This is an optimization exercise on Yosys and OpenROAD, whose aim is a short achievable clock period and few clock cycles per item, not a production implementation. In this exercise RTL edits were held to simulation tests only and were not proved equivalent to the original. Power and IR drop assume default switching activity.

===== config.mk =====
export PLATFORM = sky130hd
export DESIGN_NAME = aap_exec_top
export DESIGN_NICKNAME = aap_exec_top
export VERILOG_FILES = /design/flow/design.v
export SDC_FILE = /design/flow/constraint.sdc
export NUM_CORES = 4
export LEC_CHECK = 0
export ABC_CLOCK_PERIOD_IN_PS = 2000
export CAP_MARGIN = 20
export CORE_MARGIN = 2
export CORE_UTILIZATION = 40
export SETUP_SLACK_MARGIN = 5
export SLEW_MARGIN = 20

===== constraint.sdc =====
create_clock -name core_clock -period 7.5 [get_ports {clk}]
set_input_delay 1.5000 -clock core_clock [delete_from_list [all_inputs] [get_ports {clk}]]
set_output_delay 1.5000 -clock core_clock [all_outputs]
set_load 0.01 [all_outputs]

===== design.v =====
package aap_pkg;
   typedef logic [16-1:0]   data_t;
   typedef logic [24-1:0]     pc_t;
   typedef logic [3-1:0] regnum_t;
   typedef logic [16-1:0]  instr_t;
   typedef enum logic [1:0] {
      class_alu,
      class_ldst,
      class_flow,
      class_misc
   } instr_class_e;
   typedef enum logic [3:0] {
      op_nop,
      op_add,
      op_sub,
      op_and,
      op_or,
      op_xor,
      op_asr,
      op_lsl,
      op_lsr,
      op_mov,
      op_addi,
      op_subi,
      op_asri,
      op_lsli,
      op_lsri,
      op_movi
   } alu_op_e;
   typedef enum logic [3:0] {
      op_bra,
      op_bal,
      op_beq,
      op_bne,
      op_blts,
      op_bles,
      op_bltu,
      op_bleu,
      op_jmp,
      op_jal,
      op_jeq,
      op_jne,
      op_jlts,
      op_jles,
      op_jltu,
      op_jleu
   } flow_op_e;
endpackage
module instr_decode (
   input  aap_pkg::instr_t       instr,
   output logic                  is_16bit,
   output aap_pkg::instr_class_e op_class,
   output aap_pkg::alu_op_e      alu_op,
   output aap_pkg::flow_op_e     flow_op,
   output aap_pkg::regnum_t      rd,
   output aap_pkg::regnum_t      ra,
   output aap_pkg::regnum_t      rb,
   output logic [2:0]            imm3,
   output logic [5:0]            imm6,
   output aap_pkg::pc_t          simm3,
   output aap_pkg::pc_t          simm6,
   output aap_pkg::pc_t          simm9
);
   assign is_16bit = ~instr[15];
   assign op_class = aap_pkg::instr_class_e'(instr[14:13]);
   assign alu_op  = aap_pkg::alu_op_e'(instr[12:9]);
   assign flow_op = aap_pkg::flow_op_e'(instr[12:9]);
   assign rd = instr[8:6];
   assign ra = instr[5:3];
   assign rb = instr[2:0];
   assign imm3 = instr[2:0];
   assign imm6 = instr[5:0];
   assign simm3 = {{(24-3){instr[8]}}, instr[8:6]};
   assign simm6 = {{(24-6){instr[8]}}, instr[8:3]};
   assign simm9 = {{(24-9){instr[8]}}, instr[8:0]};
endmodule
module reg_file (
   input  logic             clk,
   input  logic             rst,
   input  aap_pkg::regnum_t ra_num,
   input  aap_pkg::regnum_t rb_num,
   input  aap_pkg::regnum_t rd_num,
   output aap_pkg::data_t   ra_data,
   output aap_pkg::data_t   rb_data,
   output aap_pkg::data_t   rd_data,
   input  logic             we,
   input  aap_pkg::regnum_t wnum,
   input  aap_pkg::data_t   wdata
);
   aap_pkg::data_t regs [8];
   assign ra_data = regs[ra_num];
   assign rb_data = regs[rb_num];
   assign rd_data = regs[rd_num];
   always_ff @(posedge clk) begin
      if (rst) begin
         for (int i = 0; i < 8; i++) begin
            regs[i] <= '0;
         end
      end else if (we) begin
         regs[wnum] <= wdata;
      end
   end
endmodule
module alu (
   input  aap_pkg::alu_op_e op,
   input  aap_pkg::data_t   a,
   input  aap_pkg::data_t   b,
   input  logic [2:0]       imm3,
   input  logic [5:0]       imm6,
   input  logic             carry_in,
   output aap_pkg::data_t   result,
   output logic             carry_out,
   output logic             writes_carry
);
   logic                  use_imm;
   logic                  is_sub;
   aap_pkg::data_t        opnd;
   logic [16:0]  sum;
   logic [16:0]  asr_full;
   assign use_imm = (op == aap_pkg::op_addi) || (op == aap_pkg::op_subi) ||
                    (op == aap_pkg::op_asri) || (op == aap_pkg::op_lsli) ||
                    (op == aap_pkg::op_lsri);
   assign opnd    = use_imm ? aap_pkg::data_t'(imm3) : b;
   assign is_sub = (op == aap_pkg::op_sub) || (op == aap_pkg::op_subi);
   assign sum    = is_sub ? {1'b0, a} - {1'b0, opnd}
                          : {1'b0, a} + {1'b0, opnd};
   assign asr_full = {carry_in, a} >> opnd;
   always_comb begin
      result       = '0;
      carry_out    = carry_in;
      writes_carry = 1'b0;
      case (op)
         aap_pkg::op_add, aap_pkg::op_sub,
         aap_pkg::op_addi, aap_pkg::op_subi: begin
            result       = sum[16-1:0];
            carry_out    = sum[16];
            writes_carry = 1'b1;
         end
         aap_pkg::op_and:  result = a & b;
         aap_pkg::op_or:   result = a | b;
         aap_pkg::op_xor:  result = a ^ b;
         aap_pkg::op_asr, aap_pkg::op_asri: result = asr_full[16-1:0];
         aap_pkg::op_lsl, aap_pkg::op_lsli: result = a << opnd;
         aap_pkg::op_lsr, aap_pkg::op_lsri: result = a >> opnd;
         aap_pkg::op_mov:  result = a;
         aap_pkg::op_movi: result = aap_pkg::data_t'(imm6);
         default:          result = '0;
      endcase
   end
endmodule
module branch_unit (
   input  aap_pkg::flow_op_e op,
   input  aap_pkg::pc_t      pc,
   input  aap_pkg::data_t    a,
   input  aap_pkg::data_t    b,
   input  aap_pkg::data_t    d,
   input  aap_pkg::pc_t      simm3,
   input  aap_pkg::pc_t      simm6,
   input  aap_pkg::pc_t      simm9,
   output aap_pkg::pc_t      next_pc,
   output logic              link_we,
   output aap_pkg::data_t    link_data
);
   logic           taken;
   aap_pkg::data_t pc_lo_inc;
   aap_pkg::pc_t   pc_inc;
   aap_pkg::pc_t   abs_target;
   aap_pkg::pc_t   abs_fall;
   assign pc_inc    = pc + aap_pkg::pc_t'(1);
   assign pc_lo_inc = pc[16-1:0] + aap_pkg::data_t'(1);
   assign abs_target = {pc[24-1:16], d};
   assign abs_fall   = {pc[24-1:16], pc_lo_inc};
   always_comb begin
      case (op)
         aap_pkg::op_beq,  aap_pkg::op_jeq:  taken = (a == b);
         aap_pkg::op_bne,  aap_pkg::op_jne:  taken = (a != b);
         aap_pkg::op_blts, aap_pkg::op_jlts: taken = ($signed(a) < $signed(b));
         aap_pkg::op_bles, aap_pkg::op_jles: taken = ($signed(a) <= $signed(b));
         aap_pkg::op_bltu, aap_pkg::op_jltu: taken = (a < b);
         aap_pkg::op_bleu, aap_pkg::op_jleu: taken = (a <= b);
         default:                            taken = 1'b1;
      endcase
   end
   always_comb begin
      case (op)
         aap_pkg::op_bra: next_pc = pc + simm9;
         aap_pkg::op_bal: next_pc = pc + simm6;
         aap_pkg::op_jmp, aap_pkg::op_jal: next_pc = abs_target;
         aap_pkg::op_beq, aap_pkg::op_bne, aap_pkg::op_blts, aap_pkg::op_bles,
         aap_pkg::op_bltu, aap_pkg::op_bleu: begin
            next_pc = taken ? pc + simm3 : pc_inc;
         end
         default: next_pc = taken ? abs_target : abs_fall;
      endcase
   end
   assign link_we   = (op == aap_pkg::op_bal) || (op == aap_pkg::op_jal);
   assign link_data = pc_lo_inc;
endmodule
module exec_control (
   input  logic                  clk,
   input  logic                  rst,
   input  logic                  instr_valid,
   output logic                  instr_ready,
   input  logic                  is_16bit,
   input  aap_pkg::instr_class_e op_class,
   input  aap_pkg::regnum_t      rb,
   input  aap_pkg::regnum_t      rd,
   input  aap_pkg::data_t        alu_result,
   input  logic                  alu_carry,
   input  logic                  alu_writes_carry,
   input  aap_pkg::alu_op_e      alu_op,
   input  aap_pkg::pc_t          next_pc,
   input  logic                  link_we,
   input  aap_pkg::data_t        link_data,
   output logic                  rf_we,
   output aap_pkg::regnum_t      rf_wnum,
   output aap_pkg::data_t        rf_wdata,
   output aap_pkg::pc_t          pc,
   output logic                  carry,
   output logic                  exec_done,
   output logic                  wb_we,
   output aap_pkg::regnum_t      wb_regnum,
   output aap_pkg::data_t        wb_data
);
   logic           accept;
   logic           commit_we;
   aap_pkg::pc_t   commit_pc;
   logic           commit_carry;
   assign instr_ready = ~exec_done;
   assign accept      = instr_valid & instr_ready;
   always_comb begin
      commit_we    = 1'b0;
      rf_wnum      = rd;
      rf_wdata     = alu_result;
      commit_pc    = pc + aap_pkg::pc_t'(1);
      commit_carry = carry;
      if (is_16bit && op_class == aap_pkg::class_alu) begin
         commit_we = (alu_op != aap_pkg::op_nop);
         if (alu_writes_carry) begin
            commit_carry = alu_carry;
         end
      end else if (is_16bit && op_class == aap_pkg::class_flow) begin
         commit_we = link_we;
         rf_wnum   = rb;
         rf_wdata  = link_data;
         commit_pc = next_pc;
      end
   end
   assign rf_we = accept & commit_we;
   always_ff @(posedge clk) begin
      if (rst) begin
         pc        <= '0;
         carry     <= 1'b0;
         exec_done <= 1'b0;
         wb_we     <= 1'b0;
      end else begin
         exec_done <= accept;
         wb_we     <= rf_we;
         if (accept) begin
            pc    <= commit_pc;
            carry <= commit_carry;
         end
      end
   end
   always_ff @(posedge clk) begin
      if (accept) begin
         wb_regnum <= rf_wnum;
         wb_data   <= rf_wdata;
      end
   end
endmodule
module aap_exec_top (
   input  logic             clk,
   input  logic             rst,
   input  aap_pkg::instr_t  instr,
   input  logic             instr_valid,
   output logic             instr_ready,
   output logic             exec_done,
   output aap_pkg::pc_t     pc,
   output logic             carry,
   output logic             wb_we,
   output aap_pkg::regnum_t wb_regnum,
   output aap_pkg::data_t   wb_data
);
   assign instr_ready = 1'b1;
   function automatic logic [16:0] ks_carry(input logic [15:0] g_in,
                                            input logic [15:0] p_in,
                                            input logic        cin);
      logic [15:0] g, p, gn, pn;
      g = g_in;
      p = p_in;
      g[0] = g[0] | (p[0] & cin);
      for (int k = 1; k < 16; k = k * 2) begin
         gn = g;
         pn = p;
         for (int i = k; i < 16; i++) begin
            gn[i] = g[i] | (p[i] & g[i-k]);
            pn[i] = p[i] & p[i-k];
         end
         g = gn;
         p = pn;
      end
      ks_carry = {g, cin};
   endfunction
   logic        rst_q;
   logic        f_v;
   logic [15:0] f_w;
   always_ff @(posedge clk) begin
      rst_q <= rst;
      f_v   <= ~rst & instr_valid;
      f_w   <= instr;
   end
   logic [15:0] regs [8];
   logic [23:0] pc_q;
   logic        carry_q;
   logic        e_v;
   logic        e_we;
   logic [2:0]  e_wnum;
   logic [15:0] e_a1, e_b1, e_a2, e_b2, e_a3, e_b3, e_d;
   logic        e_u_add, e_u_sub, e_u_sh, e_u_lg;
   logic        e_w_add, e_w_sub, e_w_sh, e_w_lg;
   logic        e_l_and, e_l_or, e_l_xor, e_l_a, e_l_b, e_l_link;
   logic        e_h_lsl, e_h_lsr, e_h_asr;
   logic        e_cw_add, e_cw_sub;
   logic        e_abs;
   logic        e_c_al, e_c_eq, e_c_ne, e_c_cmp, e_cmp_cin, e_cmp_sgn;
   logic [23:0] e_off;
   logic        w_v;
   logic [2:0]  w_wnum;
   logic [15:0] w_res;
   logic [15:0] add_r, sub_r, sh_r, lg_r;
   logic       d_short, d_alu, d_flow;
   logic [3:0] d_op;
   logic [2:0] d_rd, d_ra, d_rb;
   logic       d_we;
   logic [2:0] d_wnum;
   logic       d_use_imm, d_movi;
   logic       d_add, d_sub, d_sh, d_lg;
   logic       d_u1, d_u2, d_u3, d_ud;
   assign d_short = ~f_w[15];
   assign d_alu   = d_short & (f_w[14:13] == 2'd0);
   assign d_flow  = d_short & (f_w[14:13] == 2'd2);
   assign d_op    = f_w[12:9];
   assign d_rd    = f_w[8:6];
   assign d_ra    = f_w[5:3];
   assign d_rb    = f_w[2:0];
   assign d_we      = (d_alu & (d_op != 4'd0)) | (d_flow & (d_op[2:0] == 3'd1));
   assign d_wnum    = d_flow ? d_rb : d_rd;
   assign d_use_imm = (d_op >= 4'd10) & (d_op <= 4'd14);
   assign d_movi    = d_op == 4'd15;
   assign d_add = d_alu & ((d_op == 4'd1) | (d_op == 4'd10));
   assign d_sub = d_alu & ((d_op == 4'd2) | (d_op == 4'd11));
   assign d_sh  = d_alu & ((d_op == 4'd6) | (d_op == 4'd7) | (d_op == 4'd8) |
                           (d_op == 4'd12) | (d_op == 4'd13) | (d_op == 4'd14));
   assign d_lg  = (d_alu & ((d_op == 4'd3) | (d_op == 4'd4) | (d_op == 4'd5) |
                            (d_op == 4'd9) | (d_op == 4'd15))) |
                  (d_flow & (d_op[2:0] == 3'd1));
   assign d_u1 = d_add | (d_lg & d_alu);
   assign d_u2 = d_sub | (d_flow & (d_op[2:1] != 2'd0));
   assign d_u3 = d_sh;
   assign d_ud = d_flow & d_op[3];
   logic [15:0] rd_a, rd_b, rd_d, b_early;
   logic        wf_a, wf_b, wf_d;
   assign wf_a = w_v & (w_wnum == d_ra);
   assign wf_b = w_v & (w_wnum == d_rb);
   assign wf_d = w_v & (w_wnum == d_rd);
   assign rd_a = wf_a ? w_res : regs[d_ra];
   assign rd_b = wf_b ? w_res : regs[d_rb];
   assign rd_d = wf_d ? w_res : regs[d_rd];
   assign b_early = (d_alu & d_movi)    ? {10'b0, f_w[5:0]} :
                    (d_alu & d_use_imm) ? {13'b0, f_w[2:0]} : rd_b;
   logic fe_a, fe_b, fe_d;
   assign fe_a = e_v & e_we & (e_wnum == d_ra);
   assign fe_b = e_v & e_we & (e_wnum == d_rb) & ~(d_alu & (d_movi | d_use_imm));
   assign fe_d = e_v & e_we & (e_wnum == d_rd);
   function automatic logic [15:0] opnd(input logic        use_it,
                                        input logic        fwd,
                                        input logic [15:0] early,
                                        input logic        u_add,
                                        input logic        u_sub,
                                        input logic        u_sh,
                                        input logic        u_lg,
                                        input logic [15:0] v_add,
                                        input logic [15:0] v_sub,
                                        input logic [15:0] v_sh,
                                        input logic [15:0] v_lg);
      opnd = ({16{use_it & fwd & u_add}} & v_add) |
             ({16{use_it & fwd & u_sub}} & v_sub) |
             ({16{use_it & fwd & u_sh}}  & v_sh)  |
             ({16{use_it & fwd & u_lg}}  & v_lg)  |
             ({16{use_it & ~fwd}}        & early);
   endfunction
   logic [23:0] d_off;
   always_comb begin
      d_off = 24'd1;
      if (d_flow && !d_op[3]) begin
         case (d_op[2:0])
            3'd0:    d_off = {{15{f_w[8]}}, f_w[8:0]};
            3'd1:    d_off = {{18{f_w[8]}}, f_w[8:3]};
            default: d_off = {{21{f_w[8]}}, f_w[8:6]};
         endcase
      end
   end
   always_ff @(posedge clk) begin
      e_v    <= ~rst & f_v;
      e_we   <= d_we;
      e_wnum <= d_wnum;
      e_a1 <= opnd(d_u1, fe_a, rd_a,    e_u_add, e_u_sub, e_u_sh, e_u_lg, add_r, sub_r, sh_r, lg_r);
      e_b1 <= opnd(d_u1, fe_b, b_early, e_u_add, e_u_sub, e_u_sh, e_u_lg, add_r, sub_r, sh_r, lg_r);
      e_a2 <= opnd(d_u2, fe_a, rd_a,    e_u_add, e_u_sub, e_u_sh, e_u_lg, add_r, sub_r, sh_r, lg_r);
      e_b2 <= opnd(d_u2, fe_b, b_early, e_u_add, e_u_sub, e_u_sh, e_u_lg, add_r, sub_r, sh_r, lg_r);
      e_a3 <= opnd(d_u3, fe_a, rd_a,    e_u_add, e_u_sub, e_u_sh, e_u_lg, add_r, sub_r, sh_r, lg_r);
      e_b3 <= opnd(d_u3, fe_b, b_early, e_u_add, e_u_sub, e_u_sh, e_u_lg, add_r, sub_r, sh_r, lg_r);
      e_d  <= opnd(d_ud, fe_d, rd_d,    e_u_add, e_u_sub, e_u_sh, e_u_lg, add_r, sub_r, sh_r, lg_r);
      e_u_add <= d_add;
      e_u_sub <= d_sub;
      e_u_sh  <= d_sh;
      e_u_lg  <= d_lg;
      e_w_add <= f_v & d_add;
      e_w_sub <= f_v & d_sub;
      e_w_sh  <= f_v & d_sh;
      e_w_lg  <= f_v & d_lg;
      e_l_and  <= d_op == 4'd3;
      e_l_or   <= d_op == 4'd4;
      e_l_xor  <= d_op == 4'd5;
      e_l_a    <= d_alu & (d_op == 4'd9);
      e_l_b    <= d_alu & (d_op == 4'd15);
      e_l_link <= d_flow;
      e_h_lsl  <= (d_op == 4'd7) | (d_op == 4'd13);
      e_h_lsr  <= (d_op == 4'd8) | (d_op == 4'd14);
      e_h_asr  <= (d_op == 4'd6) | (d_op == 4'd12);
      e_cw_add <= d_add;
      e_cw_sub <= d_sub;
      e_abs    <= d_flow & d_op[3];
      e_c_al   <= ~d_flow | (d_op[2:1] == 2'd0);
      e_c_eq   <= d_flow & (d_op[2:0] == 3'd2);
      e_c_ne   <= d_flow & (d_op[2:0] == 3'd3);
      e_c_cmp  <= d_flow & d_op[2];
      e_cmp_cin <= ~d_op[0];
      e_cmp_sgn <= ~d_op[1];
      e_off    <= d_off;
   end
   logic [16:0] add_cy;
   logic        add_c;
   assign add_cy = ks_carry(e_a1 & e_b1, e_a1 ^ e_b1, 1'b0);
   assign add_r  = e_a1 ^ e_b1 ^ add_cy[15:0];
   assign add_c  = add_cy[16];
   logic [15:0] sub_g, sub_p;
   logic [16:0] sub_cy;
   logic        sub_c;
   assign sub_g  = e_a2 & ~e_b2;
   assign sub_p  = ~(e_a2 ^ e_b2);
   assign sub_cy = ks_carry(sub_g, sub_p, 1'b1);
   assign sub_r  = sub_p ^ sub_cy[15:0];
   assign sub_c  = ~sub_cy[16];
   logic [16:0] cmp_cy;
   logic        eq, cmp, taken;
   assign cmp_cy = ks_carry(sub_g, sub_p, e_cmp_cin);
   assign eq     = &sub_p;
   assign cmp    = ~cmp_cy[16] ^ (e_cmp_sgn & (e_a2[15] ^ e_b2[15]));
   assign taken  = e_c_al | (e_c_eq & eq) | (e_c_ne & ~eq) | (e_c_cmp & cmp);
   logic        big16, big17;
   logic [15:0] sh_l, sh_rl;
   logic [16:0] asr_full;
   assign big16    = |e_b3[15:4];
   assign big17    = (|e_b3[15:5]) | (e_b3[4] & (|e_b3[3:0]));
   assign sh_l     = e_a3 << e_b3[3:0];
   assign sh_rl    = e_a3 >> e_b3[3:0];
   assign asr_full = {carry_q, e_a3} >> e_b3[3:0];
   assign sh_r     = ({16{e_h_lsl & ~big16}} & sh_l) |
                     ({16{e_h_lsr & ~big16}} & sh_rl) |
                     ({16{e_h_asr & ~big17 & ~e_b3[4]}} & asr_full[15:0]) |
                     {15'd0, e_h_asr & ~big17 & e_b3[4] & carry_q};
   logic [23:0] pc_inc, pc_rel, pc_t, pc_f, pc_next;
   assign pc_inc  = pc_q + 24'd1;
   assign pc_rel  = pc_q + e_off;
   assign pc_t    = e_abs ? {pc_q[23:16], e_d} : pc_rel;
   assign pc_f    = e_abs ? {pc_q[23:16], pc_inc[15:0]} : pc_inc;
   assign pc_next = taken ? pc_t : pc_f;
   assign lg_r = ({16{e_l_and}}  & (e_a1 & e_b1)) |
                 ({16{e_l_or}}   & (e_a1 | e_b1)) |
                 ({16{e_l_xor}}  & (e_a1 ^ e_b1)) |
                 ({16{e_l_a}}    & e_a1) |
                 ({16{e_l_b}}    & e_b1) |
                 ({16{e_l_link}} & pc_inc[15:0]);
   logic carry_next;
   assign carry_next = e_cw_add ? add_c :
                       e_cw_sub ? sub_c : carry_q;
   always_ff @(posedge clk) begin
      if (rst_q) begin
         pc_q    <= '0;
         carry_q <= 1'b0;
      end else if (e_v) begin
         pc_q    <= pc_next;
         carry_q <= carry_next;
      end
   end
   always_ff @(posedge clk) begin
      w_v    <= ~rst & e_v & e_we;
      w_wnum <= e_wnum;
      w_res  <= ({16{e_w_add}} & add_r) | ({16{e_w_sub}} & sub_r) |
                ({16{e_w_sh}}  & sh_r)  | ({16{e_w_lg}}  & lg_r);
   end
   always_ff @(posedge clk) begin
      for (int i = 0; i < 8; i++) begin
         if (rst_q) begin
            regs[i] <= '0;
         end else if (w_v && w_wnum == 3'(i)) begin
            regs[i] <= w_res;
         end
      end
   end
   always_ff @(posedge clk) begin
      exec_done <= ~rst & e_v;
      pc        <= pc_next;
      carry     <= carry_next;
      wb_we     <= e_we;
      wb_regnum <= e_wnum;
      wb_data   <= ({16{e_u_add}} & add_r) | ({16{e_u_sub}} & sub_r) |
                   ({16{e_u_sh}}  & sh_r)  | ({16{e_u_lg}}  & lg_r);
   end
endmodule

===== run.sh =====
#!/bin/bash
# synth_recipe.tcl (not shown) runs the flow's synth.tcl, then flattens the netlist and writes it again
# the make line also repeats each setting of config.mk as NAME=value (left out here)
make -C /OpenROAD-flow-scripts/flow DESIGN_CONFIG=/design/flow/config.mk WORK_HOME=/design/flow/orfs CLKGATE_MAP_FILE= SYNTH_SCRIPT=/design/flow/synth_recipe.tcl finish

==> results.txt <==
IO Pins = 66
Worst Skew = 26.69 ps
worst slew pin tran = 1223 ps
fillcell total = 4,886
max-slew violations = 0
Max Buffers Root-to-Sink = 3
final setup vio count = 0
setup ws final = 4537 ps
largest area contributor in the netlist = dfxtp_1
antenna violations before repair = 1
Mapped Nets = 2,853
Hold WS = 411.4 ps
highest-delay cell along the critical path = xor2_1
period utilisation layout = 39.51%
starting density of the core = 40.52%
Pwr per Cell Area = 168.0 nW/um2
Synth top area share = 34.37%
Mapped Area = 22,370 um2
dpl ws = 4114 ps
worst path cell trace = ha_1 -> nand3_1 -> nor2_1 -> and4_1 -> xor2_1 -> a21o_1 -> a32o_1 -> a221o_2 -> buf_12 -> nand2_1 -> o21ai_2
CP Capture Type = flop
hold path depth = 0
Maximum Capacitance Violations = 0
worst skew pair latency = 600 ps
met3 routed WL = 9302 um
final non-filler cell area = 29,720 um2
Worst Hold Class = reg -> reg
port buffer count = 64
GRT Util Overall = 32.67%
Top Metal Used = met4
Die H = 240.5 um
R2R cell count = 11
first-pass GRT wire length = 141,900 um
Clock Root Buffer = clkbuf_16
clock tree from TritonCTS = built
Rel. slew slack = 18.36%
warnings from Yosys = 2
Main synth FF type = dfxtp_1
post-DR vias/cell = 6.293
post-layout min period = 2963 ps
H-Tree Depth = 2
clock-pin slew on the worst setup and hold paths = 60 ps
clk sink count = 384
worst vdd ir = 0.0001361 V
fmax = 337.5 MHz
RSZ-0062 raised after global routing = yes
total power = 0.004994 W
placed wire-length estimate = 62,460 um
Synth area leaders = dfxtp_1, nand2_1, a21oi_1, mux2i_1, ha_1
status = complete, no violations
crit path kind = reg -> reg
via count = 23,302
dpl cell area = 23,620 um2
DIE WIDTH = 240.5 um
number of buffers created by CTS = 46
Fin. Hold Viols = 0
cell row count = 86
Post-synth EDFFs = 0
met2 wire len = 42,630 um
Arr. time, crit path = 3460 ps
Synth async-reset ratio = 0%
Remaining Overflow, GRT = 0
startpoint types = flop
crit path max fanout = 6
synthesis-stage register bit count = 384
cts hold-fix bufs = 0
number of DRC markers in iteration 0 = 2,945
Nets = 3,017
post-synthesis cell count = 2,758
final antenna-violating net count = 0
die area = 57,830 um2
register area share after synthesis = 34.37%
share of layout cells above drive strength 1 = 30.57%
Fin Setup TNS = 0 ps
largest net degree at the start of global routing = 76
Leak = 11.10 nW
Final Routed Wirelength = 97,080 um
CORE AREA = 55,200 um2
RD Place Congestion = 0.9792
DRC Markers = 0
wl on met1 = 38,040 um
Largest stage delay, worst path = 640 ps
Netlist cell types = 102
Area Overhead vs Synth = 32.86%
mean post-synth cell area = 8.111 um2
wire length per cell = 26.22 um
CP required = 8000 ps
vias in the first global route = 21,764
DRT Pass-1 Iters = 7
[path summary, 6_finish.rpt]
check	endpoint	slack, ps	start
worst max-delay path	e_d[10]$_DFF_P_	4540	pc_q[1]$_SDFFE_PP0P_
worst min-delay path	wb_we$_DFF_P_	410	e_we$_DFF_P_
worst max register to register	e_d[10]$_DFF_P_	4540	pc_q[1]$_SDFFE_PP0P_
worst min register to register	wb_we$_DFF_P_	410	e_we$_DFF_P_
[through the flow]
| step | utilization (%) | cells |
|---|---|---|
| 3_3_place_gp | 42.77 | 3409 |
| 5_1_grt | 53.83 | 3702 |
| 2_1_floorplan | - | 2758 |
| 3_5_place_dp | 42.78 | 3409 |
| 4_1_cts | 51.24 | 3640 |
| 6_report | 53.84 | 3703 |
[cell usage in the layout (no fill, tap or decap), drive strengths merged, types with 13 or more instances in the layout]
cell type and instances:
a211oi 31, a21o 25, a21oi 249, a221oi 34, a222oi 28, a22o 15
a22oi 55, a31oi 23, and2 25, and3 17, buf 279, clkbuf 65
clkdlybuf4s50 18, dfxtp 384, ha 73, inv 122, mux2 44, mux2i 92
mux4 41, nand2 458, nand2b 19, nand3 66, nand4 13, nor2 238
nor2b 24, nor3 42, o211ai 29, o21a 18, o21ai 140, o22ai 21
o311ai 17, o31ai 16, xnor2 38, xor2 31
[state kept, by name (all words and copies together) (netlist names), 9 cells and up]
register  count
pc           24
e_a1         16
e_a2         16
e_b1         16
pc_q         24
e_a3         16
e_b3         16
e_d          16
w_res        16
f_w          16
e_off         9
e_b2         16
regs        128
wb_data      16
[repair_timing]
action                     4_1_cts  5_1_grt
setup endpoints to repair      239      223
gates cloned                    10        2
pin swaps                      163      156
gates resized for setup        670      214
setup buffers                  141       59
[worst max-delay path, delay by kind of cell (launching register included)]
family | cells | cell delay [ps]
AOI/OAI and AO/OA | 4 | 710
xor gates and xnor gates | 1 | 640
adders and majority gates | 1 | 230
buffers and inverters | 1 | 140
DFF | 1 | 410
and+or+nand+nor | 4 | 750
[power breakdown]
| group | total, W | switching [W] | internal, W |
|---|---|---|---|
| clock | 0.00231 | 0.000945 | 0.00137 |
| combinational | 0.000559 | 0.000327 | 0.000232 |
| sequential | 0.00212 | 0.0000550 | 0.00207 |
[metal layers]
metal | track usage [%] | up-vias
met3 | 5.947 | 370
met5 | 0 | -
met4 | 19.25 | 0
met2 | 50.44 | 1412
li1 | - | 10236
met1 | 42.59 | 11284
[cells in the mapped netlist (38+ instances only)]
library cell    n
nand2_1       452
dfxtp_1       384
a21oi_1       246
nor2_1        237
clkbuf_1      153
inv_1         121
o21ai_0       114
mux2i_1        92
ha_1           73
nand3_1        66
a22oi_1        55
nor3_1         41
mux2_2         39
xnor2_1        38
[final cells by class]
cell class	count	area, um2	share of cell area [%]
Timing Repair inverter	2	15.01	0.05052
Clock buffer	62	1314	4.421
Timing Repair Buffer	301	2915	9.810
Tap cell	748	935.9	3.149
Inverter	125	490.5	1.650
Multi-Input combinational cell	2062	15980	53.76
Sequential cell	384	7840	26.38
Clock inverter	18	227.7	0.7662
Antenna cell	1	2.502	0.008420
[cells by family (layout without fill, tap and decap cells)]
family | count (synthesis) | after routing | synth area share, %
simple gates | 949 | 952 | 18.75
compound gates | 786 | 787 | 23.46
flops | 384 | 384 | 34.37
buf+inv | 316 | 508 | 5.633
mux | 177 | 177 | 10.71
fa+ha+maj | 76 | 76 | 4.352
xor+xnor | 69 | 69 | 2.702
other cells | 1 | 2 | 0.01676
Testbench counts, summed over its fixed seeds: cycles 24,024, items 24,000.

-- port drivers added, routing unchanged --
No port has a modelled driver above. Below, the same layout with a new extraction and two added sets of constraints. Step 1 (the two cells are an assumption about what drives the block):
set clk [get_ports {clk}]
set_driving_cell -lib_cell sky130_fd_sc_hd__clkbuf_16 $clk
set_driving_cell -lib_cell sky130_fd_sc_hd__buf_2 [delete_from_list [all_inputs] $clk]
Step 2 times the ports against the registers' clock, not the clock port: input delays grow and output delays shrink by t, the midpoint of the rising clock arrivals with the driver on. Three values: ideal, step 1, step 2; two values: the first two.
t (ns): 0.645
slack for setup (ns): 4.537 / 4.537 / 4.537
worst hold slack (ns): 0.411 / 0.411 / 0.411
After both steps this run still meets setup and hold. The setup slack of this run moves by 0.000 ns with the drivers and by 0.000 ns with both steps.
